From an optimization exercise on the open Yosys and OpenROAD flow, aimed at a short achievable clock period and few clock cycles per item; shortcuts taken in it are not production practice. Only simulation tests tie the RTL to the original design; equivalence was not proved.

[flow/config.mk]
export PLATFORM = sky130hd
export DESIGN_NAME = muldiv_iter
export DESIGN_NICKNAME = muldiv_iter
export VERILOG_FILES = /design/flow/design.v
export SDC_FILE = /design/flow/constraint.sdc
export NUM_CORES = 4
export LEC_CHECK = 0
export ABC_CLOCK_PERIOD_IN_PS = 3000
export CAP_MARGIN = 20
export CORE_MARGIN = 2
export CORE_UTILIZATION = 35
export CTS_CLUSTER_DIAMETER = 70
export CTS_CLUSTER_SIZE = 25
export SETUP_SLACK_MARGIN = 5
export SLEW_MARGIN = 20
export TNS_END_PERCENT = 20
[flow/run.sh]
#!/bin/bash
# synth_recipe.tcl (not shown) runs the flow's synth.tcl, then flattens the netlist and writes it again
# the make line also repeats each setting of config.mk as NAME=value (left out here)
make -C /OpenROAD-flow-scripts/flow DESIGN_CONFIG=/design/flow/config.mk WORK_HOME=/design/flow/orfs CLKGATE_MAP_FILE= SYNTH_SCRIPT=/design/flow/synth_recipe.tcl finish
[flow/design.v]
package muldiv_pkg;
    typedef enum logic [3:0] {
        OP_MUL    = 4'd0,
        OP_MULH   = 4'd1,
        OP_MULHSU = 4'd2,
        OP_MULHU  = 4'd3,
        OP_DIV    = 4'd4,
        OP_DIVU   = 4'd5,
        OP_REM    = 4'd6,
        OP_REMU   = 4'd7,
        OP_MULW   = 4'd8,
        OP_DIVW   = 4'd9,
        OP_DIVUW  = 4'd10,
        OP_REMW   = 4'd11,
        OP_REMUW  = 4'd12
    } op_e;
    localparam int STEPS   = 2;
    localparam int NSTAGES = 32;
    function automatic logic is_word(input logic [3:0] op);
        is_word = (op >= 4'd8) && (op <= 4'd12);
    endfunction
    function automatic logic is_illegal(input logic [3:0] op);
        is_illegal = op > 4'd12;
    endfunction
    function automatic logic is_div(input logic [3:0] op);
        is_div = ((op >= 4'd4) && (op <= 4'd7)) || ((op >= 4'd9) && (op <= 4'd12));
    endfunction
    function automatic logic is_rem(input logic [3:0] op);
        is_rem = (op == 4'd6) || (op == 4'd7) || (op == 4'd11) || (op == 4'd12);
    endfunction
    function automatic logic is_mulh(input logic [3:0] op);
        is_mulh = (op >= 4'd1) && (op <= 4'd3);
    endfunction
    function automatic logic is_signed_a(input logic [3:0] op);
        is_signed_a = (op == 4'd1) || (op == 4'd2) || (op == 4'd4) || (op == 4'd6)
            || (op == 4'd9) || (op == 4'd11);
    endfunction
    function automatic logic is_signed_b(input logic [3:0] op);
        is_signed_b = (op == 4'd1) || (op == 4'd4) || (op == 4'd6)
            || (op == 4'd9) || (op == 4'd11);
    endfunction
endpackage
module muldiv_prep
#(
    parameter int XLEN     = 64,
    parameter bit WORD_OPS = 1
) (
    input  logic [3:0]      op,
    input  logic [XLEN-1:0] rs1,
    input  logic [XLEN-1:0] rs2,
    output logic [XLEN-1:0] opnd_x,    
    output logic [XLEN-1:0] opnd_l,    
    output logic            div,
    output logic            hi,        
    output logic            word,
    output logic            neg,
    output logic            zero       
);
    logic            a_neg;
    logic            b_neg;
    logic            div0;
    logic [XLEN-1:0] a_ext;
    logic [XLEN-1:0] b_ext;
    logic [XLEN-1:0] mag_a;
    logic [XLEN-1:0] mag_b;
    always_comb begin
        word = muldiv_pkg::is_word(op);
        zero = muldiv_pkg::is_illegal(op) || (word && !WORD_OPS);
        div  = muldiv_pkg::is_div(op);
        hi   = muldiv_pkg::is_rem(op) || muldiv_pkg::is_mulh(op);
        a_ext = rs1;
        b_ext = rs2;
        if (word) begin
            if (muldiv_pkg::is_signed_a(op)) a_ext = XLEN'($signed(rs1[31:0]));
            else                             a_ext = XLEN'(rs1[31:0]);
            if (muldiv_pkg::is_signed_b(op)) b_ext = XLEN'($signed(rs2[31:0]));
            else                             b_ext = XLEN'(rs2[31:0]);
        end
        a_neg = muldiv_pkg::is_signed_a(op) && a_ext[XLEN-1];
        b_neg = muldiv_pkg::is_signed_b(op) && b_ext[XLEN-1];
        mag_a = a_neg ? -a_ext : a_ext;
        mag_b = b_neg ? -b_ext : b_ext;
        div0  = (b_ext == '0);
        if (muldiv_pkg::is_rem(op))  neg = a_neg;
        else if (div && div0)        neg = 1'b0;
        else                         neg = a_neg ^ b_neg;
        if (div) begin
            opnd_x = mag_b;
            opnd_l = mag_a;
        end else begin
            opnd_x = mag_a;
            opnd_l = mag_b;
        end
    end
endmodule
module muldiv_norm
#(
    parameter int XLEN = 64,
    parameter int KHI  = 5,
    parameter int KLO  = 3
) (
    input  logic              clk,
    input  logic              kill,
    input  logic              v,
    input  logic [4:0]        flags,     
    input  logic [5:0]        sh,
    input  logic [XLEN-1:0]   x,
    input  logic [2*XLEN-1:0] l,
    output logic              v_q,
    output logic [4:0]        flags_q,
    output logic [5:0]        sh_q,
    output logic [XLEN-1:0]   x_q,
    output logic [2*XLEN-1:0] l_q
);
    logic [5:0]        s;
    logic [XLEN-1:0]   t;
    logic [2*XLEN-1:0] al;
    logic              shift;
    always_comb begin
        s     = sh;
        t     = x;
        al    = l;
        shift = flags[0] && (x != '0);
        for (int k = KHI; k >= KLO; k--) begin
            if (shift && ((t & ~({XLEN{1'b1}} >> (1 << k))) == '0)) begin
                s[k] = 1'b1;
                t    = t << (1 << k);
                al   = al << (1 << k);
            end
        end
    end
    always_ff @(posedge clk) begin
        v_q     <= v && !kill;
        flags_q <= flags;
        sh_q    <= s;
        x_q     <= t;
        l_q     <= al;
    end
endmodule
module muldiv_stage
#(
    parameter int XLEN  = 64,
    parameter int STEPS = 2
) (
    input  logic            clk,
    input  logic            kill,
    input  logic            v,
    input  logic [4:0]      flags,     
    input  logic [5:0]      sh,
    input  logic [XLEN-1:0] d,
    input  logic [XLEN+2:0] ws,
    input  logic [XLEN+2:0] wc,
    input  logic [XLEN-1:0] lo,
    input  logic [XLEN-1:0] qn,
    output logic            v_q,
    output logic [4:0]      flags_q,
    output logic [5:0]      sh_q,
    output logic [XLEN-1:0] d_q,
    output logic [XLEN+2:0] ws_q,
    output logic [XLEN+2:0] wc_q,
    output logic [XLEN-1:0] lo_q,
    output logic [XLEN-1:0] qn_q
);
    localparam int W = XLEN + 3;
    logic [W-1:0]    s_ws, s_wc;
    logic [XLEN-1:0] s_lo, s_qn;
    logic [W-1:0]    ys, yc, m, d_w;
    logic [3:0]      est;
    logic            qp, qm;
    function automatic logic [W-2:0] cy3(input logic [W-1:0] a, input logic [W-1:0] b,
                                         input logic [W-1:0] c);
        logic [W-1:0] t;
        t   = (a & b) | (a & c) | (b & c);
        cy3 = t[W-2:0];
    endfunction
    always_comb begin
        s_ws = ws;
        s_wc = wc;
        s_lo = lo;
        s_qn = qn;
        d_w  = {3'b0, d};
        for (int k = 0; k < STEPS; k++) begin
            ys  = {s_ws[W-2:0], s_lo[XLEN-1]};
            yc  = {s_wc[W-2:0], 1'b0};
            est = ys[W-1:W-4] + yc[W-1:W-4];
            qp  = !est[3];
            qm  = est[3] && (est != 4'b1111);
            if (qp)      m = ~d_w;
            else if (qm) m = d_w;
            else         m = '0;
            s_ws = ys ^ yc ^ m;
            s_wc = {cy3(ys, yc, m), qp};
            s_lo = {s_lo[XLEN-2:0], qp};
            s_qn = {s_qn[XLEN-2:0], qm};
        end
    end
    always_ff @(posedge clk) begin
        v_q     <= v && !kill;
        flags_q <= flags;
        sh_q    <= sh;
        d_q     <= d;
        ws_q    <= s_ws;
        wc_q    <= s_wc;
        lo_q    <= s_lo;
        qn_q    <= s_qn;
    end
endmodule
module muldiv_post1
#(
    parameter int XLEN = 64
) (
    input  logic            clk,
    input  logic            kill,
    input  logic            v,
    input  logic [4:0]      flags,
    input  logic [5:0]      sh,
    input  logic [XLEN-1:0] d,
    input  logic [XLEN+2:0] ws,
    input  logic [XLEN+2:0] wc,
    input  logic [XLEN-1:0] lo,
    input  logic [XLEN-1:0] qn,
    output logic            v_q,
    output logic [4:0]      flags_q,
    output logic [5:0]      sh_q,
    output logic [XLEN+2:0] w_q,       
    output logic [XLEN-1:0] wd_q,      
    output logic [XLEN-1:0] qa_q,      
    output logic [XLEN-1:0] qb_q,      
    output logic            d0_q       
);
    always_ff @(posedge clk) begin
        v_q     <= v && !kill;
        flags_q <= flags;
        sh_q    <= sh;
        w_q     <= ws + wc;
        wd_q    <= ws[XLEN-1:0] + wc[XLEN-1:0] + d;
        qa_q    <= lo - qn;
        qb_q    <= lo + ~qn;
        d0_q    <= (d == '0);
    end
endmodule
module muldiv_post2
#(
    parameter int XLEN = 64
) (
    input  logic            clk,
    input  logic            kill,
    input  logic            v,
    input  logic [4:0]      flags,
    input  logic [5:0]      sh,
    input  logic [XLEN+2:0] w,
    input  logic [XLEN-1:0] wd,
    input  logic [XLEN-1:0] qa,
    input  logic [XLEN-1:0] qb,
    input  logic            d0,
    output logic            v_q,
    output logic [4:0]      flags_q,
    output logic [XLEN-1:0] val_q
);
    logic [XLEN-1:0] r;
    logic [XLEN-1:0] q;
    always_comb begin
        r = (w[XLEN+2] ? wd : w[XLEN-1:0]) >> sh;
        if (d0)             q = '1;
        else if (w[XLEN+2]) q = qb;
        else                q = qa;
    end
    always_ff @(posedge clk) begin
        v_q     <= v && !kill;
        flags_q <= flags;
        val_q   <= flags[1] ? r : q;
    end
endmodule
module muldiv_csa
#(
    parameter int WID = 128,
    parameter int N   = 3,
    parameter int M   = (N / 3) * 2 + N % 3
) (
    input  logic [N*WID-1:0] rows,
    output logic [M*WID-1:0] out
);
    genvar g;
    generate
        for (g = 0; g < N / 3; g = g + 1) begin : g_fa
            logic [WID-1:0] a, b, c, cy;
            assign a  = rows[(3*g)*WID +: WID];
            assign b  = rows[(3*g+1)*WID +: WID];
            assign c  = rows[(3*g+2)*WID +: WID];
            assign cy = (a & b) | (a & c) | (b & c);
            assign out[(2*g)*WID +: WID]   = a ^ b ^ c;
            assign out[(2*g+1)*WID +: WID] = {cy[WID-2:0], 1'b0};
        end
        if (N % 3 != 0) begin : g_rest
            assign out[(N/3)*2*WID +: (N%3)*WID] = rows[(N/3)*3*WID +: (N%3)*WID];
        end
    endgenerate
endmodule
module muldiv_mul1
#(
    parameter int XLEN = 64
) (
    input  logic              clk,
    input  logic [4:0]        flags,
    input  logic [XLEN-1:0]   x,
    input  logic [XLEN-1:0]   l,
    output logic [4:0]        flags_q,
    output logic [10*2*XLEN-1:0] rows_q
);
    localparam int WID = 2 * XLEN;
    logic [XLEN*WID-1:0] pp;
    logic [43*WID-1:0]   r1;
    logic [29*WID-1:0]   r2;
    logic [20*WID-1:0]   r3;
    logic [14*WID-1:0]   r4;
    logic [10*WID-1:0]   r5;
    always_comb begin
        for (int i = 0; i < XLEN; i++) begin
            pp[i*WID +: WID] = l[i] ? ({{XLEN{1'b0}}, x} << i) : '0;
        end
    end
    muldiv_csa #(.WID(WID), .N(64)) u_l1 (.rows(pp), .out(r1));
    muldiv_csa #(.WID(WID), .N(43)) u_l2 (.rows(r1), .out(r2));
    muldiv_csa #(.WID(WID), .N(29)) u_l3 (.rows(r2), .out(r3));
    muldiv_csa #(.WID(WID), .N(20)) u_l4 (.rows(r3), .out(r4));
    muldiv_csa #(.WID(WID), .N(14)) u_l5 (.rows(r4), .out(r5));
    always_ff @(posedge clk) begin
        flags_q <= flags;
        rows_q  <= r5;
    end
endmodule
module muldiv_mul2
#(
    parameter int XLEN = 64
) (
    input  logic                 clk,
    input  logic [4:0]           flags,
    input  logic [10*2*XLEN-1:0] rows,
    output logic [4:0]           flags_q,
    output logic [2*XLEN-1:0]    s_q,
    output logic [2*XLEN-1:0]    c_q
);
    localparam int WID = 2 * XLEN;
    logic [7*WID-1:0] r6;
    logic [5*WID-1:0] r7;
    logic [4*WID-1:0] r8;
    logic [3*WID-1:0] r9;
    logic [2*WID-1:0] r10;
    muldiv_csa #(.WID(WID), .N(10)) u_l6  (.rows(rows), .out(r6));
    muldiv_csa #(.WID(WID), .N(7))  u_l7  (.rows(r6), .out(r7));
    muldiv_csa #(.WID(WID), .N(5))  u_l8  (.rows(r7), .out(r8));
    muldiv_csa #(.WID(WID), .N(4))  u_l9  (.rows(r8), .out(r9));
    muldiv_csa #(.WID(WID), .N(3))  u_l10 (.rows(r9), .out(r10));
    always_ff @(posedge clk) begin
        flags_q <= flags;
        s_q     <= r10[0 +: WID];
        c_q     <= r10[WID +: WID];
    end
endmodule
module muldiv_mul3
#(
    parameter int XLEN = 64
) (
    input  logic              clk,
    input  logic [4:0]        flags,
    input  logic [2*XLEN-1:0] s,
    input  logic [2*XLEN-1:0] c,
    output logic [4:0]        flags_q,
    output logic [XLEN-1:0]   lo_q,
    output logic              cy_q,
    output logic [XLEN-1:0]   hs_q,
    output logic [XLEN-1:0]   hc_q
);
    always_ff @(posedge clk) begin
        flags_q      <= flags;
        {cy_q, lo_q} <= {1'b0, s[XLEN-1:0]} + {1'b0, c[XLEN-1:0]};
        hs_q         <= s[2*XLEN-1:XLEN];
        hc_q         <= c[2*XLEN-1:XLEN];
    end
endmodule
module muldiv_mul3b
#(
    parameter int XLEN = 64
) (
    input  logic              clk,
    input  logic [4:0]        flags,
    input  logic [XLEN-1:0]   lo,
    input  logic              cy,
    input  logic [XLEN-1:0]   hs,
    input  logic [XLEN-1:0]   hc,
    output logic [4:0]        flags_q,
    output logic [2*XLEN-1:0] p_q
);
    always_ff @(posedge clk) begin
        flags_q <= flags;
        p_q     <= {hs + hc + XLEN'(cy), lo};
    end
endmodule
module muldiv_mul4
#(
    parameter int XLEN = 64
) (
    input  logic              clk,
    input  logic [4:0]        flags,   
    input  logic [2*XLEN-1:0] p,
    output logic [XLEN-1:0]   res_q
);
    logic [XLEN-1:0] lo, hi, val, res;
    always_comb begin
        lo = p[XLEN-1:0];
        hi = p[2*XLEN-1:XLEN];
        if (flags[3]) begin
            lo = ~lo + XLEN'(1);
            hi = ~hi + XLEN'(p[XLEN-1:0] == '0);
        end
        val = flags[1] ? hi : lo;
        if (flags[4])      res = '0;
        else if (flags[2]) res = XLEN'($signed(val[31:0]));
        else               res = val;
    end
    always_ff @(posedge clk) begin
        res_q <= res;
    end
endmodule
module muldiv_iter
#(
    parameter int XLEN     = 64,
    parameter bit WORD_OPS = 1
) (
    input  logic            clk,
    input  logic            rst,
    input  logic            flush,
    input  logic            in_valid,
    output logic            in_ready,
    input  logic [3:0]      op,
    input  logic [XLEN-1:0] rs1,
    input  logic [XLEN-1:0] rs2,
    output logic            out_valid,
    input  logic            out_ready,
    output logic [XLEN-1:0] result,
    output logic            busy
);
    localparam int NST   = muldiv_pkg::NSTAGES;
    localparam int DEPTH = NST + 8;
    localparam int QN    = DEPTH - 1;         
    localparam int QW    = $clog2(QN);
    localparam int CNTW  = $clog2(DEPTH + 1);
    logic kill;
    logic acc;
    logic hand;
    assign kill = rst || flush;
    assign acc  = in_valid && in_ready && !kill;
    assign hand = out_valid && out_ready && !kill;
    logic            v0;
    logic [3:0]      op0;
    logic [XLEN-1:0] a0;
    logic [XLEN-1:0] b0;
    always_ff @(posedge clk) begin
        v0  <= acc;
        op0 <= op;
        a0  <= rs1;
        b0  <= rs2;
    end
    logic [XLEN-1:0] p_x;
    logic [XLEN-1:0] p_l;
    logic            p_div, p_hi, p_word, p_neg, p_zero;
    muldiv_prep #(.XLEN(XLEN), .WORD_OPS(WORD_OPS)) u_prep (
        .op    (op0),
        .rs1   (a0),
        .rs2   (b0),
        .opnd_x(p_x),
        .opnd_l(p_l),
        .div   (p_div),
        .hi    (p_hi),
        .word  (p_word),
        .neg   (p_neg),
        .zero  (p_zero)
    );
    logic            v1;
    logic [4:0]      f1;
    logic [XLEN-1:0] x1;
    logic [XLEN-1:0] l1;
    always_ff @(posedge clk) begin
        v1 <= v0 && !kill;
        f1 <= {p_zero, p_neg, p_word, p_hi, p_div};
        x1 <= p_x;
        l1 <= p_l;
    end
    logic            sv  [NST+1];
    logic [4:0]      sf  [NST+1];
    logic [5:0]      ssh [NST+1];
    logic [XLEN-1:0] sd  [NST+1];
    logic [XLEN+2:0] sws [NST+1];
    logic [XLEN+2:0] swc [NST+1];
    logic [XLEN-1:0] slo [NST+1];
    logic [XLEN-1:0] sqn [NST+1];
    logic              n1v, n2v;
    logic [4:0]        n1f;
    logic [5:0]        n1sh, n2sh;
    logic [XLEN-1:0]   n1x;
    logic [2*XLEN-1:0] n1l, n2l;
    muldiv_norm #(.XLEN(XLEN), .KHI(5), .KLO(3)) u_norm1 (
        .clk    (clk),
        .kill   (kill),
        .v      (v1),
        .flags  (f1),
        .sh     (6'd0),
        .x      (x1),
        .l      ({{XLEN{1'b0}}, l1}),
        .v_q    (n1v),
        .flags_q(n1f),
        .sh_q   (n1sh),
        .x_q    (n1x),
        .l_q    (n1l)
    );
    muldiv_norm #(.XLEN(XLEN), .KHI(2), .KLO(0)) u_norm2 (
        .clk    (clk),
        .kill   (kill),
        .v      (n1v),
        .flags  (n1f),
        .sh     (n1sh),
        .x      (n1x),
        .l      (n1l),
        .v_q    (sv[0]),
        .flags_q(sf[0]),
        .sh_q   (ssh[0]),
        .x_q    (sd[0]),
        .l_q    (n2l)
    );
    assign sws[0] = {3'b0, n2l[2*XLEN-1:XLEN]};
    assign slo[0] = n2l[XLEN-1:0];
    assign swc[0] = '0;
    assign sqn[0] = '0;
    genvar gi;
    generate
        for (gi = 0; gi < NST; gi = gi + 1) begin : g_stage
            muldiv_stage #(.XLEN(XLEN), .STEPS(muldiv_pkg::STEPS)) u_stage (
                .clk    (clk),
                .kill   (kill),
                .v      (sv[gi]),
                .flags  (sf[gi]),
                .sh     (ssh[gi]),
                .d      (sd[gi]),
                .ws     (sws[gi]),
                .wc     (swc[gi]),
                .lo     (slo[gi]),
                .qn     (sqn[gi]),
                .v_q    (sv[gi+1]),
                .flags_q(sf[gi+1]),
                .sh_q   (ssh[gi+1]),
                .d_q    (sd[gi+1]),
                .ws_q   (sws[gi+1]),
                .wc_q   (swc[gi+1]),
                .lo_q   (slo[gi+1]),
                .qn_q   (sqn[gi+1])
            );
        end
    endgenerate
    logic            f1v;
    logic [4:0]      f1f;
    logic [5:0]      f1sh;
    logic [XLEN+2:0] f1w;
    logic [XLEN-1:0] f1wd;
    logic [XLEN-1:0] f1qa;
    logic [XLEN-1:0] f1qb;
    logic            f1d0;
    muldiv_post1 #(.XLEN(XLEN)) u_post1 (
        .clk    (clk),
        .kill   (kill),
        .v      (sv[NST]),
        .flags  (sf[NST]),
        .sh     (ssh[NST]),
        .d      (sd[NST]),
        .ws     (sws[NST]),
        .wc     (swc[NST]),
        .lo     (slo[NST]),
        .qn     (sqn[NST]),
        .v_q    (f1v),
        .flags_q(f1f),
        .sh_q   (f1sh),
        .w_q    (f1w),
        .wd_q   (f1wd),
        .qa_q   (f1qa),
        .qb_q   (f1qb),
        .d0_q   (f1d0)
    );
    logic            pv;
    logic [4:0]      f2f;
    logic [XLEN-1:0] e_val;
    muldiv_post2 #(.XLEN(XLEN)) u_post2 (
        .clk    (clk),
        .kill   (kill),
        .v      (f1v),
        .flags  (f1f),
        .sh     (f1sh),
        .w      (f1w),
        .wd     (f1wd),
        .qa     (f1qa),
        .qb     (f1qb),
        .d0     (f1d0),
        .v_q    (pv),
        .flags_q(f2f),
        .val_q  (e_val)
    );
    localparam int MDLY = NST - 1;    
    logic [4:0]           m1f, m2f, m3f, m4f;
    logic [10*2*XLEN-1:0] m1rows;
    logic [2*XLEN-1:0]    m2s, m2c;
    logic [XLEN-1:0]      m3lo, m3hs, m3hc;
    logic                 m3cy;
    logic [2*XLEN-1:0]    m4p;
    logic [XLEN-1:0]      mres [MDLY+1];
    muldiv_mul1 #(.XLEN(XLEN)) u_mul1 (
        .clk    (clk),
        .flags  (f1),
        .x      (x1),
        .l      (l1),
        .flags_q(m1f),
        .rows_q (m1rows)
    );
    muldiv_mul2 #(.XLEN(XLEN)) u_mul2 (
        .clk    (clk),
        .flags  (m1f),
        .rows   (m1rows),
        .flags_q(m2f),
        .s_q    (m2s),
        .c_q    (m2c)
    );
    muldiv_mul3 #(.XLEN(XLEN)) u_mul3 (
        .clk    (clk),
        .flags  (m2f),
        .s      (m2s),
        .c      (m2c),
        .flags_q(m3f),
        .lo_q   (m3lo),
        .cy_q   (m3cy),
        .hs_q   (m3hs),
        .hc_q   (m3hc)
    );
    muldiv_mul3b #(.XLEN(XLEN)) u_mul3b (
        .clk    (clk),
        .flags  (m3f),
        .lo     (m3lo),
        .cy     (m3cy),
        .hs     (m3hs),
        .hc     (m3hc),
        .flags_q(m4f),
        .p_q    (m4p)
    );
    muldiv_mul4 #(.XLEN(XLEN)) u_mul4 (
        .clk    (clk),
        .flags  (m4f),
        .p      (m4p),
        .res_q  (mres[0])
    );
    genvar gm;
    generate
        for (gm = 0; gm < MDLY; gm = gm + 1) begin : g_mdly
            always_ff @(posedge clk) mres[gm+1] <= mres[gm];
        end
    endgenerate
    logic            e_div, e_word, e_neg, e_zero;
    logic [XLEN-1:0] e_n;
    logic [XLEN-1:0] e_res;
    always_comb begin
        {e_zero, e_neg, e_word} = f2f[4:2];
        e_div = f2f[0];
        e_n   = e_neg ? (~e_val + XLEN'(1)) : e_val;
        if (!e_div)      e_res = mres[MDLY];
        else if (e_word) e_res = XLEN'($signed(e_n[31:0]));
        else             e_res = e_n;
    end
    logic [XLEN-1:0] q_mem [QN];
    logic [QW-1:0]   wptr;
    logic [QW-1:0]   rptr;
    logic [QW:0]     qcnt;
    logic [CNTW-1:0] cnt;
    logic [CNTW-1:0] cnt_n;
    logic            out_free;
    logic            q_some;
    logic            pop;
    assign out_free = !out_valid || out_ready;
    assign q_some   = (qcnt != '0);
    assign pop      = out_free && (q_some || pv);
    always_ff @(posedge clk) begin
        if (pv) q_mem[wptr] <= e_res;
    end
    always_ff @(posedge clk) begin
        if (kill) begin
            wptr      <= '0;
            rptr      <= '0;
            qcnt      <= '0;
            out_valid <= 1'b0;
        end else begin
            if (pv) wptr <= (wptr == QW'(QN - 1)) ? '0 : wptr + QW'(1);
            if (pop) rptr <= (rptr == QW'(QN - 1)) ? '0 : rptr + QW'(1);
            qcnt <= qcnt + (QW+1)'(pv) - (QW+1)'(pop);
            if (out_free) begin
                out_valid <= q_some || pv;
                result    <= q_some ? q_mem[rptr] : e_res;
            end
        end
    end
    always_comb begin
        if (kill) cnt_n = '0;
        else      cnt_n = cnt + CNTW'(acc) - CNTW'(hand);
    end
    always_ff @(posedge clk) begin
        cnt      <= cnt_n;
        in_ready <= (cnt_n < CNTW'(DEPTH));
        busy     <= (cnt_n != '0);
    end
endmodule
[flow/constraint.sdc]
create_clock -name core_clock -period 10.0 [get_ports {clk}]
set_input_delay 2.0000 -clock core_clock [delete_from_list [all_inputs] [get_ports {clk}]]
set_output_delay 2.0000 -clock core_clock [all_outputs]
set_load 0.01 [all_outputs]
==> out/results.tsv, run 1 <==
metric	value	unit
run status	complete, no violations	
GR peak layer	met2	
Hold Fails Final Rpt	0	
Place WS	2.39	ns
Layout Cells excl Fill	79300	
reg2reg setup slack	4.26	ns
Reg-to-Reg End	u_mul4.res_q[53]$_SDFF_PP0_	
FP Rows	512	
Syn Inst Count	53200	
Core Area	1940000	um^2
CTS tree	yes	
vias per std cell	4.72	
initial antenna violation count	174	
final worst slack	4.26	ns
Final Net Count	62200	
Synthesized Nets	62400	
placed wire-length estimate	1150000	um
Layout Skew	0.172	ns
commonest cells after routing, fill and taps aside	dfxtp_1, fa_1, inv_1	
Cell Area, Synth	681000	um^2
final worst-path cycle share	57.4	%
GRT Total Usage	16.6	%
Initial Util	35.1	%
syn_area_per_cell	12.8	um^2
clock buffer depth	6	
reg2reg path depth	19	
H-tree depth	6	
grt ovf	0	
first-pass GRT wire length	2500000	um
Root Buffer	clkbuf_16	
DRT iter0 DRCs	29300	
Ys Warns	27	
f_max	174	MHz
Setup TNS	0	ns
Final setup viols	0	
I/O pins	204	
MaxCap Viol Count	0	
dpl cell area	712000	um^2
drt drc	0	
Port Buffer Count	203	
hold depth	0	
Detail Route Antenna Nets	0	
RePlAce Congestion	0.860	
crit path max fanout	4	
Worst Max-Slew Pin Slew	1.33	ns
WP data required	11.17	ns
RSZ-0062 raised after global routing	yes	
Post-synth top flop	dfxtp_1	
drt first pass iters	11	
Post-synth EDFFs	2560	
RR Startpoint	u_mul3b.p_q[51]$_DFF_P_	
DRT Wirelength	1720000	um
worst hold path startpoint	mres[18][26]$_DFF_P_	
Slew HR	11.0	%
M2 GR Usage	27.2	%
Seq/Total Area, Yosys	52.6	%
Die ar.	1960000	um^2
clock-pin slew on the worst setup and hold paths	0.09	ns
hold buffers post-CTS	0	
commonest non-fill, non-tap cell in the layout	dfxtp_1	
die height	1400	um
met1 GRT Util	22.7	%
worst skew pair latency	1.43	ns
CTS sink count	16600	
Area growth syn-to-layout	10.5	%
register bit total from synthesis	16600	
post-route cell area	752000	um^2
Fillers	183000	
ys async rst share	0	%
crit path time final	5.74	ns
DR WL/cell	21.7	um
vias in the first global route	391000	
placed insts	77200	
Hold EP	mres[19][26]$_DFF_P_	
Die Width	1400	um
critical path arrival	6.91	ns
met3 Use GR	2.64	%
DR vias	374000	
largest net degree at the start of global routing	185	
Startpoint Class	register	
total CTS buffers	902	
share of cells above drive strength 1	7.70	%
hold crit path type	reg -> reg	
Crit Path Class	reg -> reg	
hold_ws	0.187	ns
Slew Viols, Final	0	
Setup crit end kind	register	
post-synth cell types	97	
layer usage:
metal	wire, um	share of wire (%)
met5	344	0.020
met4	64600	3.8
met3	109000	6.3
met2	806000	47
met1	740000	43
cell families (layout without fill, tap and decap cells):
family | after synthesis | in the layout | synth area share (%)
compound gates | 6654 | 6659 | 5.34
simple gates | 11000 | 11100 | 7.54
mux | 1581 | 1581 | 3.75
fa+ha+maj | 9118 | 9118 | 25.6
other cells | 0 | 232 | 0
flops | 16600 | 16600 | 52.6
xor+xnor | 863 | 863 | 1.11
buf+inv | 7320 | 7459 | 4.05
flip-flops by register name, indices dropped and copies added, names as in the netlist, 65 cells and up, named ones only:
signal and cells:
u_mul2.c_q 117, u_mul1.rows_q 757, g_stage.u_stage.wc_q 2113, u_norm1.l_q 120
u_mul3b.p_q 128, u_post1.w_q 65, g_stage.u_stage.flags_q 130, g_stage.u_stage.lo_q 1984
mres 1984, u_norm2.l_q 127, g_stage.u_stage.sh_q 192, q_mem 2496
g_stage.u_stage.ws_q 2113, u_mul2.s_q 128, g_stage.u_stage.d_q 2048, g_stage.u_stage.qn_q 1024
per-stage QoR:
stage,utilization [%]
CTS,38.3
finish,38.7
global route,38.7
global placement,36.7
detailed placement,36.7
floorplan,-
synth_stat cells, types with 285 or more instances:
library cell / count / area share (%)
a21o_1: 285 / 0.31
a21oi_1: 2978 / 2.2
and2_1: 3080 / 2.8
buf_1: 290 / 0.16
clkbuf_1: 2110 / 1.2
dfxtp_1: 14000 / 41
edfxtp_1: 2560 / 11
fa_1: 8020 / 24
ha_1: 1098 / 2.0
inv_1: 4852 / 2.7
mux2i_1: 705 / 1.0
mux4_2: 764 / 2.5
nand2_1: 4267 / 2.4
nor2_1: 2819 / 1.6
o21ai_0: 2476 / 1.8
xnor2_1: 536 / 0.69
xor2_1: 327 / 0.42
what timing repair did:
| item | in CTS | in global routing |
|---|---|---|
| cloned | 68 | 164 |
| setup endpoints to repair | 4555 | 4380 |
| buffers inserted | 153 | 224 |
| resized for setup | 438 | 576 |
| hold endpoints to repair | 0 | 0 |
| pin swaps | 64 | 109 |
layout make-up:
cell class | count | area (um^2) | share of cell area, %
diodes | 232 | 581 | 0.0772
clock buffers | 988 | 23300 | 3.10
clock inverters | 287 | 4120 | 0.548
inverters | 4860 | 18500 | 2.45
multi-input cells | 29300 | 300000 | 39.8
flip-flops and latches | 16600 | 358000 | 47.6
well taps | 25700 | 32200 | 4.28
repair buffers | 1324 | 15600 | 2.07
critical path: stages (launching register included):
cell and delay (ns):
dfxtp_2 0.33, or4_4 0.53, or2_4 0.24, or4_4 0.42, or2_1 0.25, or3_4 0.37, nor4_4 0.23, ha_2 0.27
or3b_4 0.38, or3_4 0.36, nor3_4 0.25, nand4_4 0.16, or2_4 0.31, or3_4 0.44, nor3_4 0.23, nand4_4 0.18
o31ai_2 0.30, xnor2_1 0.14, o21ai_1 0.07, a21oi_1 0.15
worst max-delay path by stage:
stage / start / endpoint / slack (ns) / cells after the start
2_1_floorplan: u_post2.v_q$_DFF_P_ / q_mem[17][0]$_DFFE_PP_ / 4.21 / 3
3_3_place_gp: g_stage[22].u_stage.wc_q[63]$_DFF_P_ / g_stage[23].u_stage.ws_q[12]$_DFF_P_ / 2.33 / 20
3_5_place_dp: g_stage[22].u_stage.wc_q[63]$_DFF_P_ / g_stage[23].u_stage.ws_q[31]$_DFF_P_ / 2.39 / 20
4_1_cts: g_stage[9].u_stage.wc_q[63]$_DFF_P_ / g_stage[10].u_stage.ws_q[7]$_DFF_P_ / 4.29 / 21
5_1_grt: g_stage[19].u_stage.wc_q[63]$_DFF_P_ / g_stage[20].u_stage.ws_q[48]$_DFF_P_ / 4.04 / 21
6_report: u_mul3b.p_q[51]$_DFF_P_ / u_mul4.res_q[53]$_SDFF_PP0_ / 4.26 / 19
Testbench counts, summed over its fixed seeds: cycles 2,712, items 2,400.
==> run 2, diff against run 1 <==
--- a/flow/design.v
+++ b/flow/design.v
@@ -94,17 +94,59 @@
     end
 endmodule
+module muldiv_lzc
+#(
+    parameter int XLEN = 64
+) (
+    input  logic            clk,
+    input  logic            kill,
+    input  logic            v,
+    input  logic [4:0]      flags,     
+    input  logic [XLEN-1:0] x,
+    input  logic [XLEN-1:0] l,
+    output logic            v_q,
+    output logic [4:0]      flags_q,
+    output logic [5:0]      sh_q,
+    output logic [XLEN-1:0] x_q,
+    output logic [XLEN-1:0] l_q
+);
+    logic [5:0]  sh;
+    logic [31:0] t5;
+    logic [15:0] t4;
+    logic [7:0]  t3;
+    logic [3:0]  t2;
+    logic [1:0]  t1;
+    always_comb begin
+        sh[5] = (x[63:32] == '0);
+        t5    = sh[5] ? x[31:0] : x[63:32];
+        sh[4] = (t5[31:16] == '0);
+        t4    = sh[4] ? t5[15:0] : t5[31:16];
+        sh[3] = (t4[15:8] == '0);
+        t3    = sh[3] ? t4[7:0] : t4[15:8];
+        sh[2] = (t3[7:4] == '0);
+        t2    = sh[2] ? t3[3:0] : t3[7:4];
+        sh[1] = (t2[3:2] == '0);
+        t1    = sh[1] ? t2[1:0] : t2[3:2];
+        sh[0] = !t1[1];
+        if (!flags[0] || (x == '0)) sh = 6'd0;
+    end
+    always_ff @(posedge clk) begin
+        v_q     <= v && !kill;
+        flags_q <= flags;
+        sh_q    <= sh;
+        x_q     <= x;
+        l_q     <= l;
+    end
+endmodule
 module muldiv_norm
 #(
-    parameter int XLEN = 64,
-    parameter int KHI  = 5,
-    parameter int KLO  = 3
+    parameter int XLEN = 64
 ) (
     input  logic              clk,
     input  logic              kill,
     input  logic              v,
-    input  logic [4:0]        flags,     
+    input  logic [4:0]        flags,
     input  logic [5:0]        sh,
     input  logic [XLEN-1:0]   x,
-    input  logic [2*XLEN-1:0] l,
+    input  logic [XLEN-1:0]   l,
     output logic              v_q,
     output logic [4:0]        flags_q,
@@ -113,27 +155,10 @@
     output logic [2*XLEN-1:0] l_q
 );
-    logic [5:0]        s;
-    logic [XLEN-1:0]   t;
-    logic [2*XLEN-1:0] al;
-    logic              shift;
-    always_comb begin
-        s     = sh;
-        t     = x;
-        al    = l;
-        shift = flags[0] && (x != '0);
-        for (int k = KHI; k >= KLO; k--) begin
-            if (shift && ((t & ~({XLEN{1'b1}} >> (1 << k))) == '0)) begin
-                s[k] = 1'b1;
-                t    = t << (1 << k);
-                al   = al << (1 << k);
-            end
-        end
-    end
     always_ff @(posedge clk) begin
         v_q     <= v && !kill;
         flags_q <= flags;
-        sh_q    <= s;
-        x_q     <= t;
-        l_q     <= al;
+        sh_q    <= sh;
+        x_q     <= x << sh;
+        l_q     <= {{XLEN{1'b0}}, l} << sh;
     end
 endmodule
@@ -163,35 +188,50 @@
 );
     localparam int W = XLEN + 3;
-    logic [W-1:0]    s_ws, s_wc;
-    logic [XLEN-1:0] s_lo, s_qn;
-    logic [W-1:0]    ys, yc, m, d_w;
-    logic [3:0]      est;
-    logic            qp, qm;
-    function automatic logic [W-2:0] cy3(input logic [W-1:0] a, input logic [W-1:0] b,
+    function automatic logic [1:0] digit(input logic [3:0] a, input logic [3:0] b);
+        logic [3:0] e;
+        e     = a + b;
+        digit = {e[3] && (e != 4'b1111), !e[3]};    
+    endfunction
+    function automatic logic [W-1:0] maj(input logic [W-1:0] a, input logic [W-1:0] b,
                                          input logic [W-1:0] c);
-        logic [W-1:0] t;
-        t   = (a & b) | (a & c) | (b & c);
-        cy3 = t[W-2:0];
+        maj = (a & b) | (a & c) | (b & c);
     endfunction
+    logic [W-1:0] d_w;
+    logic [W-1:0] ys1, yc1, m1, s1, c1;
+    logic [W-1:0] ys2, yc2, m2, s2, c2;
+    logic [1:0]   q1, q2;
+    logic [1:0]   q2c [3];                   
+    logic [W-1:0] m1c [3];
+    logic [W-1:0] t_s, t_c;
     always_comb begin
-        s_ws = ws;
-        s_wc = wc;
-        s_lo = lo;
-        s_qn = qn;
-        d_w  = {3'b0, d};
-        for (int k = 0; k < STEPS; k++) begin
-            ys  = {s_ws[W-2:0], s_lo[XLEN-1]};
-            yc  = {s_wc[W-2:0], 1'b0};
-            est = ys[W-1:W-4] + yc[W-1:W-4];
-            qp  = !est[3];
-            qm  = est[3] && (est != 4'b1111);
-            if (qp)      m = ~d_w;
-            else if (qm) m = d_w;
-            else         m = '0;
-            s_ws = ys ^ yc ^ m;
-            s_wc = {cy3(ys, yc, m), qp};
-            s_lo = {s_lo[XLEN-2:0], qp};
-            s_qn = {s_qn[XLEN-2:0], qm};
+        d_w = {3'b0, d};
+        m1c[0] = ~d_w;
+        m1c[1] = '0;
+        m1c[2] = d_w;
+        ys1 = {ws[W-2:0], lo[XLEN-1]};
+        yc1 = {wc[W-2:0], 1'b0};
+        q1  = digit(ys1[W-1:W-4], yc1[W-1:W-4]);
+        for (int j = 0; j < 3; j++) begin
+            t_s    = ys1 ^ yc1 ^ m1c[j];
+            t_c    = maj(ys1, yc1, m1c[j]);
+            q2c[j] = digit(t_s[W-2:W-5], t_c[W-3:W-6]);
         end
+        if (q1[0])      m1 = m1c[0];
+        else if (q1[1]) m1 = m1c[2];
+        else            m1 = m1c[1];
+        s1  = ys1 ^ yc1 ^ m1;
+        t_c = maj(ys1, yc1, m1);
+        c1  = {t_c[W-2:0], q1[0]};
+        if (q1[0])      q2 = q2c[0];
+        else if (q1[1]) q2 = q2c[2];
+        else            q2 = q2c[1];
+        ys2 = {s1[W-2:0], lo[XLEN-2]};
+        yc2 = {c1[W-2:0], 1'b0};
+        if (q2[0])      m2 = ~d_w;
+        else if (q2[1]) m2 = d_w;
+        else            m2 = '0;
+        s2  = ys2 ^ yc2 ^ m2;
+        t_c = maj(ys2, yc2, m2);
+        c2  = {t_c[W-2:0], q2[0]};
     end
     always_ff @(posedge clk) begin
@@ -200,8 +240,8 @@
         sh_q    <= sh;
         d_q     <= d;
-        ws_q    <= s_ws;
-        wc_q    <= s_wc;
-        lo_q    <= s_lo;
-        qn_q    <= s_qn;
+        ws_q    <= s2;
+        wc_q    <= c2;
+        lo_q    <= {lo[XLEN-3:0], q1[0], q2[0]};
+        qn_q    <= {qn[XLEN-3:0], q1[1], q2[1]};
     end
 endmodule
@@ -402,17 +442,38 @@
 ) (
     input  logic              clk,
+    input  logic [4:0]        flags,
+    input  logic [2*XLEN-1:0] p,
+    output logic [4:0]        flags_q,
+    output logic [2*XLEN-1:0] p_q,
+    output logic [XLEN-1:0]   nlo_q,     
+    output logic [XLEN-1:0]   nhi_q,     
+    output logic              lo0_q
+);
+    always_ff @(posedge clk) begin
+        flags_q <= flags;
+        p_q     <= p;
+        nlo_q   <= XLEN'(0) - p[XLEN-1:0];
+        nhi_q   <= XLEN'(0) - p[2*XLEN-1:XLEN];
+        lo0_q   <= (p[XLEN-1:0] == '0);
+    end
+endmodule
+module muldiv_mul5
+#(
+    parameter int XLEN = 64
+) (
+    input  logic              clk,
     input  logic [4:0]        flags,   
     input  logic [2*XLEN-1:0] p,
+    input  logic [XLEN-1:0]   nlo,
+    input  logic [XLEN-1:0]   nhi,
+    input  logic              lo0,
     output logic [XLEN-1:0]   res_q
 );
-    logic [XLEN-1:0] lo, hi, val, res;
+    logic [XLEN-1:0] val, res;
     always_comb begin
-        lo = p[XLEN-1:0];
-        hi = p[2*XLEN-1:XLEN];
-        if (flags[3]) begin
-            lo = ~lo + XLEN'(1);
-            hi = ~hi + XLEN'(p[XLEN-1:0] == '0);
-        end
-        val = flags[1] ? hi : lo;
+        if (!flags[3])     val = flags[1] ? p[2*XLEN-1:XLEN] : p[XLEN-1:0];
+        else if (!flags[1]) val = nlo;
+        else if (lo0)       val = nhi;
+        else                val = ~p[2*XLEN-1:XLEN];
         if (flags[4])      res = '0;
         else if (flags[2]) res = XLEN'($signed(val[31:0]));
@@ -495,17 +556,17 @@
     logic [XLEN-1:0] slo [NST+1];
     logic [XLEN-1:0] sqn [NST+1];
-    logic              n1v, n2v;
+    logic              n1v;
     logic [4:0]        n1f;
-    logic [5:0]        n1sh, n2sh;
+    logic [5:0]        n1sh;
     logic [XLEN-1:0]   n1x;
-    logic [2*XLEN-1:0] n1l, n2l;
-    muldiv_norm #(.XLEN(XLEN), .KHI(5), .KLO(3)) u_norm1 (
+    logic [XLEN-1:0]   n1l;
+    logic [2*XLEN-1:0] n2l;
+    muldiv_lzc #(.XLEN(XLEN)) u_lzc (
         .clk    (clk),
         .kill   (kill),
         .v      (v1),
         .flags  (f1),
-        .sh     (6'd0),
         .x      (x1),
-        .l      ({{XLEN{1'b0}}, l1}),
+        .l      (l1),
         .v_q    (n1v),
         .flags_q(n1f),
@@ -514,5 +575,5 @@
         .l_q    (n1l)
     );
-    muldiv_norm #(.XLEN(XLEN), .KHI(2), .KLO(0)) u_norm2 (
+    muldiv_norm #(.XLEN(XLEN)) u_norm (
         .clk    (clk),
         .kill   (kill),
@@ -603,6 +664,9 @@
         .val_q  (e_val)
     );
-    localparam int MDLY = NST - 1;    
-    logic [4:0]           m1f, m2f, m3f, m4f;
+    localparam int MDLY = NST - 2;    
+    logic [4:0]           m1f, m2f, m3f, m4f, m5f;
+    logic [2*XLEN-1:0]    m5p;
+    logic [XLEN-1:0]      m5nlo, m5nhi;
+    logic                 m5lo0;
     logic [10*2*XLEN-1:0] m1rows;
     logic [2*XLEN-1:0]    m2s, m2c;
@@ -652,4 +716,17 @@
         .flags  (m4f),
         .p      (m4p),
+        .flags_q(m5f),
+        .p_q    (m5p),
+        .nlo_q  (m5nlo),
+        .nhi_q  (m5nhi),
+        .lo0_q  (m5lo0)
+    );
+    muldiv_mul5 #(.XLEN(XLEN)) u_mul5 (
+        .clk    (clk),
+        .flags  (m5f),
+        .p      (m5p),
+        .nlo    (m5nlo),
+        .nhi    (m5nhi),
+        .lo0    (m5lo0),
         .res_q  (mres[0])
     );
==> flow/flow/run.sh (new file) <==
#!/bin/bash
set -euo pipefail
here=$(pwd)
bash standard.sh SETUP_SLACK_MARGIN=8 FASTROUTE_TCL="$here/flow/fastroute.tcl" finish > standard_flow.log 2>&1
==> flow/flow/fastroute.tcl (new file) <==
# Global routing layers for this design: the platform's own setup, except
# that met1 (crowded by the cells' pins and rails) gets far fewer tracks, so
# the global router moves wires up to met2-met4 and the detailed router has
# fewer shorts on met1 to repair.
set_global_routing_layer_adjustment met1 0.7
set_global_routing_layer_adjustment met2-met5 0.2
set_routing_layers -clock met3-met5
set_routing_layers -signal met1-met5
==> flow/standard.sh (new file) <==
#!/bin/bash
# synth_recipe.tcl (not shown) runs the flow's synth.tcl, then flattens the netlist and writes it again
# the make line also repeats each setting of config.mk as NAME=value (left out here)
make -C /OpenROAD-flow-scripts/flow DESIGN_CONFIG=/design/flow/config.mk WORK_HOME=/design/flow/orfs CLKGATE_MAP_FILE= SYNTH_SCRIPT=/design/flow/synth_recipe.tcl "${@:-finish}"
--- a/flow/config.mk
+++ b/flow/config.mk
@@ -9,8 +9,7 @@
 export CAP_MARGIN = 20
 export CORE_MARGIN = 2
-export CORE_UTILIZATION = 35
+export CORE_UTILIZATION = 45
 export CTS_CLUSTER_DIAMETER = 70
 export CTS_CLUSTER_SIZE = 25
-export SETUP_SLACK_MARGIN = 5
 export SLEW_MARGIN = 20
 export TNS_END_PERCENT = 20
removed: flow/run.sh
==> out/results.tsv, run 2 <==
metric	value	unit
placed wire-length estimate	1210000	um
Syn Inst Count	53900	
Fillers	122000	
final worst-path cycle share	44.0	%
CTS sink count	16700	
DR WL/cell	28.9	um
Top reg by flops	q_mem	
Crit-path slowest cell	edfxtp_1	
Final Net Count	66600	
CTS tree	yes	
Largest regs	q_mem: 2496 flops, g_stage.u_stage.wc_q: 2113 flops, g_stage.u_stage.ws_q: 2113 flops	
Cell Area, Synth	690000	um^2
Hold Fails Final Rpt	0	
commonest cells after routing, fill and taps aside	dfxtp_1, fa_1, nand2_1	
Die ar.	1540000	um^2
hold buffers post-CTS	0	
clock buffer depth	5	
crit path max fanout	4	
dpl cell area	716000	um^2
Violated Checks	antenna rules, capacitance limit, slew limit	
f_max	227	MHz
Startpoint Class	register	
Detail Route Antenna Nets	1	
Post-synth EDFFs	2560	
grt ovf	0	
Worst Max-Slew Pin Slew	1.82	ns
drt drc	0	
total CTS buffers	927	
Root Buffer	clkbuf_16	
DR vias	422000	
Critical path buffers and inverters	1	
Setup crit end kind	output pin	
commonest non-fill, non-tap cell in the layout	dfxtp_1	
ys async rst share	0	%
DRT Wirelength	2270000	um
Ys Warns	30	
worst setup path start	result[50]$_DFFE_PP_	
RSZ-0062 raised after global routing	yes	
worst stage delay on the critical path	0.82	ns
RePlAce Congestion	0.960	
top cells by count, synth	dfxtp_1, fa_1, nand2_1	
I/O pins	204	
Slew Viols, Final	173	
initial antenna violation count	300	
Synth top area share	41.1	%
FP Rows	455	
run status	failed layout checks	
multi-input logic area	342000	um^2
WP data required	8.00	ns
Largest register FFs	2496	
Post-synth top flop	dfxtp_1	
worst path cell trace	buf_2	
Final setup viols	0	
RR Startpoint	u_mul3b.p_q[21]$_DFF_P_	
Synthesized Nets	63700	
Initial Util	45.1	%
Area growth syn-to-layout	22.9	%
post-synth cell types	84	
critical path depth in cells	1	
critical path arrival	2.40	ns
register bit total from synthesis	16700	
worst skew pair latency	1.31	ns
hold crit path type	reg -> reg	
post-synth top area cell	dfxtp_1	
Die Width	1240	um
Slew HR	-21.6	%
post-route cell area	849000	um^2
vias in the first global route	463000	
CP Capture Point	result[50]	
reg2reg setup slack	5.79	ns
share of cells above drive strength 1	25.5	%
DRT iter0 DRCs	22200	
largest net degree at the start of global routing	119	
Setup TNS	0	ns
GRT Total Usage	35.7	%
Seq/Total Area, Yosys	52.3	%
Top Family by Delay on Critical Path	flip-flops	
Layout Skew	0.125	ns
count leader, synth	dfxtp_1	
crit path time final	4.40	ns
MaxCap Viol Count	2	
Port Buffer Count	203	
drt first pass iters	8	
Reg-to-Reg End	u_mul4.nlo_q[51]$_DFF_P_	
Area contributors post-synth	dfxtp_1, fa_1, edfxtp_1, nand2_1, mux4_2	
vias per std cell	5.37	
reg2reg path depth	11	
syn_area_per_cell	12.8	um^2
die height	1240	um
clock-pin slew on the worst setup and hold paths	0.10	ns
first-pass GRT wire length	3140000	um
storage element area	362000	um^2
Core Area	1530000	um^2
H-tree depth	6	
Crit Path Class	reg -> out	
[run 2: how the worst min path moves through the flow]
| stage | slack [ns] | depth (start not counted) | startpoint | to |
|---|---|---|---|---|
| 2_1_floorplan | 0.31 | 0 | u_mul2.flags_q[0]$_DFF_P_ | g_stage[0].u_stage.flags_q[0]$_DFF_P_ |
| 3_3_place_gp | 0.31 | 0 | mres[4][29]$_DFF_P_ | mres[5][29]$_DFF_P_ |
| 3_5_place_dp | 0.31 | 0 | g_stage[31].u_stage.sh_q[2]$_DFF_P_ | u_post1.sh_q[2]$_DFF_P_ |
| 4_1_cts | 0.24 | 0 | u_mul2.s_q[7]$_DFF_P_ | u_mul3.lo_q[7]$_DFF_P_ |
| 5_1_grt | 0.25 | 0 | u_mul2.s_q[7]$_DFF_P_ | u_mul3.lo_q[7]$_DFF_P_ |
| 6_report | 0.25 | 0 | mres[29][63]$_DFF_P_ | mres[30][63]$_DFF_P_ |
[run 2: cell type report]
| type | count | area share, % |
|---|---|---|
| Antenna cell | 731 | 0.216 |
| Clock inverter | 436 | 0.782 |
| Timing Repair Buffer | 4342 | 8.10 |
| Sequential cell | 16700 | 42.7 |
| Clock buffer | 1026 | 2.83 |
| Inverter | 4612 | 2.07 |
| Tap cell | 20300 | 3.00 |
| Multi-Input combinational cell | 30200 | 40.3 |
[run 2: per-stage QoR]
| stage | setup slack (ns) | hold WS, ns | util (%) | std cells |
|---|---|---|---|---|
| 4_1_cts | 5.60 | 0.241 | 53.1 | 76500 |
| 3_5_place_dp | 3.92 | 0.312 | 46.7 | 72600 |
| 6_report | 5.60 | 0.254 | 55.4 | 78500 |
| 3_3_place_gp | 3.80 | 0.310 | 46.7 | 72600 |
| 5_1_grt | 5.56 | 0.249 | 55.4 | 78300 |
| 2_1_floorplan | 6.05 | 0.310 | - | 53900 |
[run 2: repair_timing]
| action | 4_1_cts | 5_1_grt |
|---|---|---|
| pin swaps | 3734 | 1634 |
| endpoints found under the setup margin | 11300 | 11300 |
| gates resized for setup | 9685 | 4798 |
| cloned | 678 | 325 |
| endpoints found under the hold margin | 0 | 0 |
| setup buffers | 1817 | 879 |
[run 2: worst reg2reg max path, stage by stage (launching register included)]
cell and delay (ns):
dfxtp_4 0.36, or4_4 0.54, nor4_4 0.30, or3b_4 0.45, or4_4 0.45, or3_4 0.37, or4_4 0.47, nor2_4 0.12
nand3_2 0.09, or4_4 0.68, buf_6 0.18, xor2_1 0.13
[run 2: routing by layer]
metal  up-vias  global-route usage, %  share of wire [%]
met5         -                   7.89               0.72
met2     30500                   44.9                 45
li1     180000                      -                  -
met3      8513                   26.4                 19
met4       451                   19.9                9.7
met1    202000                   56.4                 26
[run 2: cells by family after synthesis]
logic type	after synthesis	synth area share (%)
AND/OR/NAND/NOR	11200	7.17
adder cells (fa/ha/maj)	9583	26.3
buffers and inverters	7078	3.85
AO/OA/AOI/OAI	6897	5.48
XOR/XNOR	989	1.25
multiplexers	1396	3.70
flip-flops	16700	52.3
Testbench counts of run 2, summed over its fixed seeds: cycles 2,712, items 2,400.
==> run 3, diff against run 2 <==
--- a/flow/design.v
+++ b/flow/design.v
@@ -446,14 +446,14 @@
     output logic [4:0]        flags_q,
     output logic [2*XLEN-1:0] p_q,
-    output logic [XLEN-1:0]   nlo_q,     
-    output logic [XLEN-1:0]   nhi_q,     
-    output logic              lo0_q
+    output logic [2*XLEN-1:0] bn_q,      
+    output logic [2*XLEN/8-1:0] bz_q     
 );
     always_ff @(posedge clk) begin
         flags_q <= flags;
         p_q     <= p;
-        nlo_q   <= XLEN'(0) - p[XLEN-1:0];
-        nhi_q   <= XLEN'(0) - p[2*XLEN-1:XLEN];
-        lo0_q   <= (p[XLEN-1:0] == '0);
+        for (int i = 0; i < 2 * XLEN / 8; i++) begin
+            bn_q[8*i +: 8] <= 8'd0 - p[8*i +: 8];
+            bz_q[i]        <= (p[8*i +: 8] == 8'd0);
+        end
     end
 endmodule
@@ -462,18 +462,21 @@
     parameter int XLEN = 64
 ) (
-    input  logic              clk,
-    input  logic [4:0]        flags,   
-    input  logic [2*XLEN-1:0] p,
-    input  logic [XLEN-1:0]   nlo,
-    input  logic [XLEN-1:0]   nhi,
-    input  logic              lo0,
-    output logic [XLEN-1:0]   res_q
+    input  logic                clk,
+    input  logic [4:0]          flags,   
+    input  logic [2*XLEN-1:0]   p,
+    input  logic [2*XLEN-1:0]   bn,
+    input  logic [2*XLEN/8-1:0] bz,
+    output logic [XLEN-1:0]     res_q
 );
-    logic [XLEN-1:0] val, res;
+    localparam int NB = 2 * XLEN / 8;
+    logic [2*XLEN-1:0] np;
+    logic [NB-1:0]     below;    
+    logic [XLEN-1:0]   val, res;
     always_comb begin
-        if (!flags[3])     val = flags[1] ? p[2*XLEN-1:XLEN] : p[XLEN-1:0];
-        else if (!flags[1]) val = nlo;
-        else if (lo0)       val = nhi;
-        else                val = ~p[2*XLEN-1:XLEN];
+        below[0] = 1'b1;
+        for (int i = 1; i < NB; i++) below[i] = below[i-1] && bz[i-1];
+        for (int i = 0; i < NB; i++) np[8*i +: 8] = below[i] ? bn[8*i +: 8] : ~p[8*i +: 8];
+        if (flags[3]) val = flags[1] ? np[2*XLEN-1:XLEN] : np[XLEN-1:0];
+        else          val = flags[1] ? p[2*XLEN-1:XLEN] : p[XLEN-1:0];
         if (flags[4])      res = '0;
         else if (flags[2]) res = XLEN'($signed(val[31:0]));
@@ -667,6 +670,6 @@
     logic [4:0]           m1f, m2f, m3f, m4f, m5f;
     logic [2*XLEN-1:0]    m5p;
-    logic [XLEN-1:0]      m5nlo, m5nhi;
-    logic                 m5lo0;
+    logic [2*XLEN-1:0]    m5bn;
+    logic [2*XLEN/8-1:0]  m5bz;
     logic [10*2*XLEN-1:0] m1rows;
     logic [2*XLEN-1:0]    m2s, m2c;
@@ -718,7 +721,6 @@
         .flags_q(m5f),
         .p_q    (m5p),
-        .nlo_q  (m5nlo),
-        .nhi_q  (m5nhi),
-        .lo0_q  (m5lo0)
+        .bn_q   (m5bn),
+        .bz_q   (m5bz)
     );
     muldiv_mul5 #(.XLEN(XLEN)) u_mul5 (
@@ -726,7 +728,6 @@
         .flags  (m5f),
         .p      (m5p),
-        .nlo    (m5nlo),
-        .nhi    (m5nhi),
-        .lo0    (m5lo0),
+        .bn     (m5bn),
+        .bz     (m5bz),
         .res_q  (mres[0])
     );
--- a/flow/config.mk
+++ b/flow/config.mk
@@ -9,5 +9,5 @@
 export CAP_MARGIN = 20
 export CORE_MARGIN = 2
-export CORE_UTILIZATION = 45
+export CORE_UTILIZATION = 50
 export CTS_CLUSTER_DIAMETER = 70
 export CTS_CLUSTER_SIZE = 25
==> out/results.tsv, run 3 <==
metric	value	unit
placed insts	70600	
register bit total from synthesis	16700	
ys async rst share	0	%
count leader, synth	dfxtp_1	
Area contributors post-synth	dfxtp_1, fa_1, edfxtp_1, nand2_1, mux4_2	
run status	did not finish	
Ys Warns	30	
total CTS buffers	932	
hold buffers post-CTS	0	
Die Width	1180	um
Cell Area, Synth	692000	um^2
Syn Inst Count	53800	
GRT Total Usage	43.6	%
grt ovf	2	
post-synth cell types	92	
FP Rows	432	
Post-synth EDFFs	2560	
Seq/Total Area, Yosys	52.2	%
I/O pins	204	
Synth top area share	41.1	%
H-tree depth	6	
Last stage	5_1_grt	
clock buffer depth	5	
RePlAce Congestion	0.961	
top cells by count, synth	dfxtp_1, fa_1, nand2_1	
stop err	[ERROR GRT-0232] Routing congestion too high. Check the congestion heatmap in the GUI.	
Initial Util	50.1	%
placed wire-length estimate	1330000	um
Place WS	4.30	ns
Port Buffer Count	203	
Synthesized Nets	63600	
syn_area_per_cell	12.8	um^2
die height	1180	um
Post-synth top flop	dfxtp_1	
CTS sink count	16700	
largest net degree at the start of global routing	158	
post-synth top area cell	dfxtp_1	
Root Buffer	clkbuf_16	
-- run 3: cells by family after synthesis --
| kind of cell | after synthesis | share of synthesized area, % |
|---|---|---|
| flip-flops | 16700 | 52.2 |
| AND/OR/NAND/NOR | 11000 | 6.99 |
| adder cells (fa/ha/maj) | 9597 | 26.3 |
| buffers and inverters | 7133 | 3.88 |
| AO/OA/AOI/OAI | 6722 | 5.40 |
| multiplexers | 1700 | 4.08 |
| XOR/XNOR | 957 | 1.21 |
-- run 3: worst max path at each step --
stage,from,to,slack (ns),cells past startpoint
after floorplan,g_stage[28].u_stage.wc_q[61]$_DFF_P_,g_stage[29].u_stage.ws_q[10]$_DFF_P_,6.04,14
after global placement,g_stage[2].u_stage.wc_q[63]$_DFF_P_,g_stage[3].u_stage.ws_q[13]$_DFF_P_,4.22,17
after detailed placement,g_stage[10].u_stage.wc_q[63]$_DFF_P_,g_stage[11].u_stage.ws_q[23]$_DFF_P_,4.30,16
after CTS,result[14]$_DFFE_PP_,result[14],5.81,1
-- run 3: routing by layer --
layer | global-route usage, % | overflow
met1 | 66.8 | 2
met2 | 55.3 | 0
met3 | 31.4 | 0
met4 | 27.0 | 0
met5 | 8.66 | 0
-- run 3: what timing repair did --
action | CTS
endpoints found under the setup margin | 11200
resized for setup | 7967
setup buffers | 1378
pin swaps | 2571
gates cloned | 581
-- run 3: metrics by stage --
step	cell area [um^2]	hold slack, ns
after detailed placement	715000	0.312
after CTS	804000	0.230
after floorplan	693000	0.310
after global placement	715000	0.309
Testbench counts of run 3, summed over its fixed seeds: cycles 2,712, items 2,400.
==> run 4, diff against run 3 <==
--- a/flow/design.v
+++ b/flow/design.v
@@ -507,5 +507,5 @@
     localparam int NST   = muldiv_pkg::NSTAGES;
     localparam int DEPTH = NST + 8;
-    localparam int QN    = DEPTH - 1;         
+    localparam int QN    = DEPTH;             
     localparam int QW    = $clog2(QN);
     localparam int CNTW  = $clog2(DEPTH + 1);
@@ -752,13 +752,10 @@
     logic [QW-1:0]   wptr;
     logic [QW-1:0]   rptr;
+    logic [QW-1:0]   rptr1;               
     logic [QW:0]     qcnt;
+    logic [QW:0]     qleft;               
     logic [CNTW-1:0] cnt;
     logic [CNTW-1:0] cnt_n;
-    logic            out_free;
-    logic            q_some;
-    logic            pop;
-    assign out_free = !out_valid || out_ready;
-    assign q_some   = (qcnt != '0);
-    assign pop      = out_free && (q_some || pv);
+    assign qleft = qcnt - (QW+1)'(hand);
     always_ff @(posedge clk) begin
         if (pv) q_mem[wptr] <= e_res;
@@ -768,16 +765,22 @@
             wptr      <= '0;
             rptr      <= '0;
+            rptr1     <= QW'(1);
             qcnt      <= '0;
             out_valid <= 1'b0;
         end else begin
             if (pv) wptr <= (wptr == QW'(QN - 1)) ? '0 : wptr + QW'(1);
-            if (pop) rptr <= (rptr == QW'(QN - 1)) ? '0 : rptr + QW'(1);
-            qcnt <= qcnt + (QW+1)'(pv) - (QW+1)'(pop);
-            if (out_free) begin
-                out_valid <= q_some || pv;
-                result    <= q_some ? q_mem[rptr] : e_res;
+            if (hand) begin
+                rptr  <= rptr1;
+                rptr1 <= (rptr1 == QW'(QN - 1)) ? '0 : rptr1 + QW'(1);
             end
+            qcnt      <= qleft + (QW+1)'(pv);
+            out_valid <= (qleft != '0) || pv;
         end
     end
+    always_ff @(posedge clk) begin
+        if (qleft == '0) result <= e_res;
+        else if (hand)   result <= q_mem[rptr1];
+        else             result <= q_mem[rptr];
+    end
     always_comb begin
         if (kill) cnt_n = '0;
==> flow/flow/run.sh (replaced) <==
#!/bin/bash
set -euo pipefail
bash standard.sh SETUP_SLACK_MARGIN=7 SKIP_GATE_CLONING=1 finish > standard_flow.log 2>&1
--- a/flow/config.mk
+++ b/flow/config.mk
@@ -9,5 +9,5 @@
 export CAP_MARGIN = 20
 export CORE_MARGIN = 2
-export CORE_UTILIZATION = 50
+export CORE_UTILIZATION = 40
 export CTS_CLUSTER_DIAMETER = 70
 export CTS_CLUSTER_SIZE = 25
removed: flow/flow/fastroute.tcl
==> out/results.tsv, run 4 <==
metric	value	unit
Layout Cells excl Fill	82500	
post-synth top area cell	dfxtp_1	
placed wire-length estimate	1240000	um
RePlAce Congestion	0.893	
count leader, synth	dfxtp_1	
commonest non-fill, non-tap cell in the layout	dfxtp_1	
syn_area_per_cell	12.9	um^2
Root Buffer	clkbuf_16	
vias in the first global route	427000	
Area contributors post-synth	dfxtp_1, fa_1, edfxtp_1, mux4_2, nand2_1	
crit path time final	4.21	ns
hold_ws	0.173	ns
drt first pass iters	9	
Post-synth EDFFs	2560	
Largest register FFs	2560	
largest net degree at the start of global routing	132	
ys async rst share	0	%
RR Startpoint	u_post2.val_q[15]$_DFF_P_	
Final setup viols	0	
drt drc	0	
DR vias	440000	
vias per std cell	5.34	
reg2reg setup slack	5.79	ns
worst stage delay on the critical path	0.77	ns
Largest regs	q_mem: 2560 flops, g_stage.u_stage.wc_q: 2113 flops, g_stage.u_stage.ws_q: 2113 flops	
Cell Area, Synth	713000	um^2
Crit Path Class	reg -> reg	
placed insts	77100	
Synthesized Nets	65100	
share of cells above drive strength 1	24.4	%
Layout Skew	0.159	ns
FP Rows	490	
Seq/Total Area, Yosys	50.8	%
Die ar.	1790000	um^2
worst hold path startpoint	g_stage[15].u_stage.lo_q[18]$_DFF_P_	
register bit total from synthesis	16800	
clock buffer depth	5	
DR WL/cell	28.2	um
Synth top area share	40.0	%
hold crit path type	reg -> reg	
GRT Total Usage	21.3	%
Hold Fails Final Rpt	0	
Top reg by flops	q_mem	
Fillers	151000	
MaxCap Viol Count	0	
hold depth	0	
Initial Util	40.1	%
post-synth cell types	106	
Reg-to-Reg End	q_mem[6][60]$_DFFE_PP_	
hold buffers post-CTS	0	
final worst-path cycle share	42.1	%
WP data required	11.05	ns
CTS sink count	16800	
Detail Route Antenna Nets	0	
Setup TNS	0	ns
die height	1340	um
DRT Wirelength	2330000	um
Crit-path slowest cell	o211ai_1	
H-tree depth	6	
Die Width	1340	um
Syn Inst Count	55400	
RSZ-0062 raised after global routing	yes	
I/O pins	204	
f_max	238	MHz
Slew Viols, Final	0	
Post-synth top flop	dfxtp_1	
worst skew pair latency	1.35	ns
Port Buffer Count	203	
run status	complete, no violations	
critical path arrival	5.26	ns
Final Net Count	67700	
total CTS buffers	908	
CTS tree	yes	
Worst Max-Slew Pin Slew	1.28	ns
Setup crit end kind	register	
grt ovf	0	
Startpoint Class	register	
crit path max fanout	10	
top cells by count, synth	dfxtp_1, fa_1, nand2_1	
DRT iter0 DRCs	45000	
worst path cell trace	or4_4 > or3_4 > nor4_4 > nand4_1 > or3_4 > o21ai_4 > xnor2_2 > o211ai_1 > o21ai_2 > buf_12 > buf_16 > buf_4	
Hold EP	g_stage[16].u_stage.lo_q[20]$_DFF_P_	
Area growth syn-to-layout	21.2	%
reg2reg path depth	12	
first-pass GRT wire length	2870000	um
initial antenna violation count	304	
clock-pin slew on the worst setup and hold paths	0.09	ns
Ys Warns	30	
Slew HR	14.3	%
most used cell, CP	or3_4	
Core Area	1780000	um^2
commonest cells after routing, fill and taps aside	dfxtp_1, fa_1, nand2_1	
run 4: cell count changes after synthesis, sizes merged, moves of 94 or more:
cell    previous run  this run
clkbuf          2261      2355
mux2i            736       464
nand2           6258      6525
o21ai           3563      3837
buf              236       330
a211oi           228       322
a21oi           1776      1967
mux4             889      1741
run 4: metrics by stage:
step	util (%)	setup WS, ns	cell area, um^2
2_1_floorplan	-	5.54	714000
6_report	48.6	5.79	864000
5_1_grt	48.5	5.83	864000
3_3_place_gp	41.7	3.96	741000
4_1_cts	45.4	5.90	808000
3_5_place_dp	41.7	3.89	742000
run 4: how the worst max path moves through the flow:
stage / depth (start not counted) / end / from
6_report: 12 / q_mem[6][60]$_DFFE_PP_ / u_post2.val_q[15]$_DFF_P_
3_5_place_dp: 14 / g_stage[31].u_stage.ws_q[9]$_DFF_P_ / g_stage[30].u_stage.wc_q[63]$_DFF_P_
3_3_place_gp: 14 / g_stage[31].u_stage.ws_q[1]$_DFF_P_ / g_stage[30].u_stage.wc_q[63]$_DFF_P_
2_1_floorplan: 16 / result[10]$_DFF_P_ / flush
4_1_cts: 1 / result[30] / result[30]$_DFF_P_
5_1_grt: 13 / q_mem[26][60]$_DFFE_PP_ / u_post2.val_q[15]$_DFF_P_
run 4: metal layers:
metal	up-vias	track usage [%]	part of all wire (%)
met1	225000	27.5	36
met2	22700	35.8	46
met4	133	8.38	8.1
met3	6788	3.72	10
met5	-	0	0.072
li1	185000	-	-
run 4: kinds of logic (layout without fill, tap and decap cells):
kind of cell / count (synthesis) / count (layout) / share of synthesized area (%)
compound gates: 7084 / 7084 / 5.45
xor+xnor: 982 / 982 / 1.21
fa+ha+maj: 9589 / 9589 / 25.5
buf+inv: 7299 / 10400 / 3.85
flops: 16800 / 16800 / 50.8
mux: 2264 / 2264 / 6.24
other cells: 0 / 340 / 0
simple gates: 11300 / 11300 / 7.01
run 4: timing repair:
item,CTS,global route
endpoints found under the setup margin,8805,9066
buffers inserted,1227,2410
pin swaps,1671,2086
gates cloned,0,0
gates resized for setup,6611,5961
run 4: worst max-delay path, delay by kind of cell, from the launching register on:
| kind | cells | cell delay (ns) |
|---|---|---|
| flops | 1 | 0.35 |
| buf+inv | 3 | 0.51 |
| simple gates | 5 | 1.96 |
| compound gates | 3 | 1.09 |
| xor+xnor | 1 | 0.08 |
run 4: layout make-up:
type / instances / area (um^2) / share of cell area, %
clock inverter: 414 / 6170 / 0.714
antenna: 340 / 851 / 0.0984
timing repair buffer: 4408 / 69400 / 8.03
multi-input combinational: 31300 / 354000 / 40.9
inverter: 4614 / 17600 / 2.04
tap: 23600 / 29500 / 3.42
sequential: 16800 / 364000 / 42.1
clock buffer: 1005 / 23600 / 2.73
Testbench counts of run 4, summed over its fixed seeds: cycles 2,712, items 2,400.

## afterwards: timing with drivers on the ports
The flow's constraints put no driver on any port. The routed layouts listed below were extracted and timed again, unchanged, in two steps.
Step 1: set_driving_cell puts a clkbuf_16 on clk and a buf_2 on each other input, an assumption about the parent block.
Step 2 moves the port delays by t, midway between the first and last clock arrival at a register: inputs arrive t later, outputs are due t later. That takes back most of the time a late clock gives input paths.
a / b / c = ideal / step 1 / step 2; a / b = the first two.
| run | t, ns | setup slack, ns | worst setup path after step 2 |
|---|---|---|---|
| run 1 | 1.492 | 4.259 / 4.259 / 4.259 | register to register |
| run 2 | 1.423 | 5.603 / 5.438 / 4.944 | input to register |
| run 4 | 1.462 | 5.792 / 5.780 / 5.246 | input to register |
For run 2, which loses most, drivers alone change the setup slack by -0.165 ns; drivers and shift together by -0.659 ns.
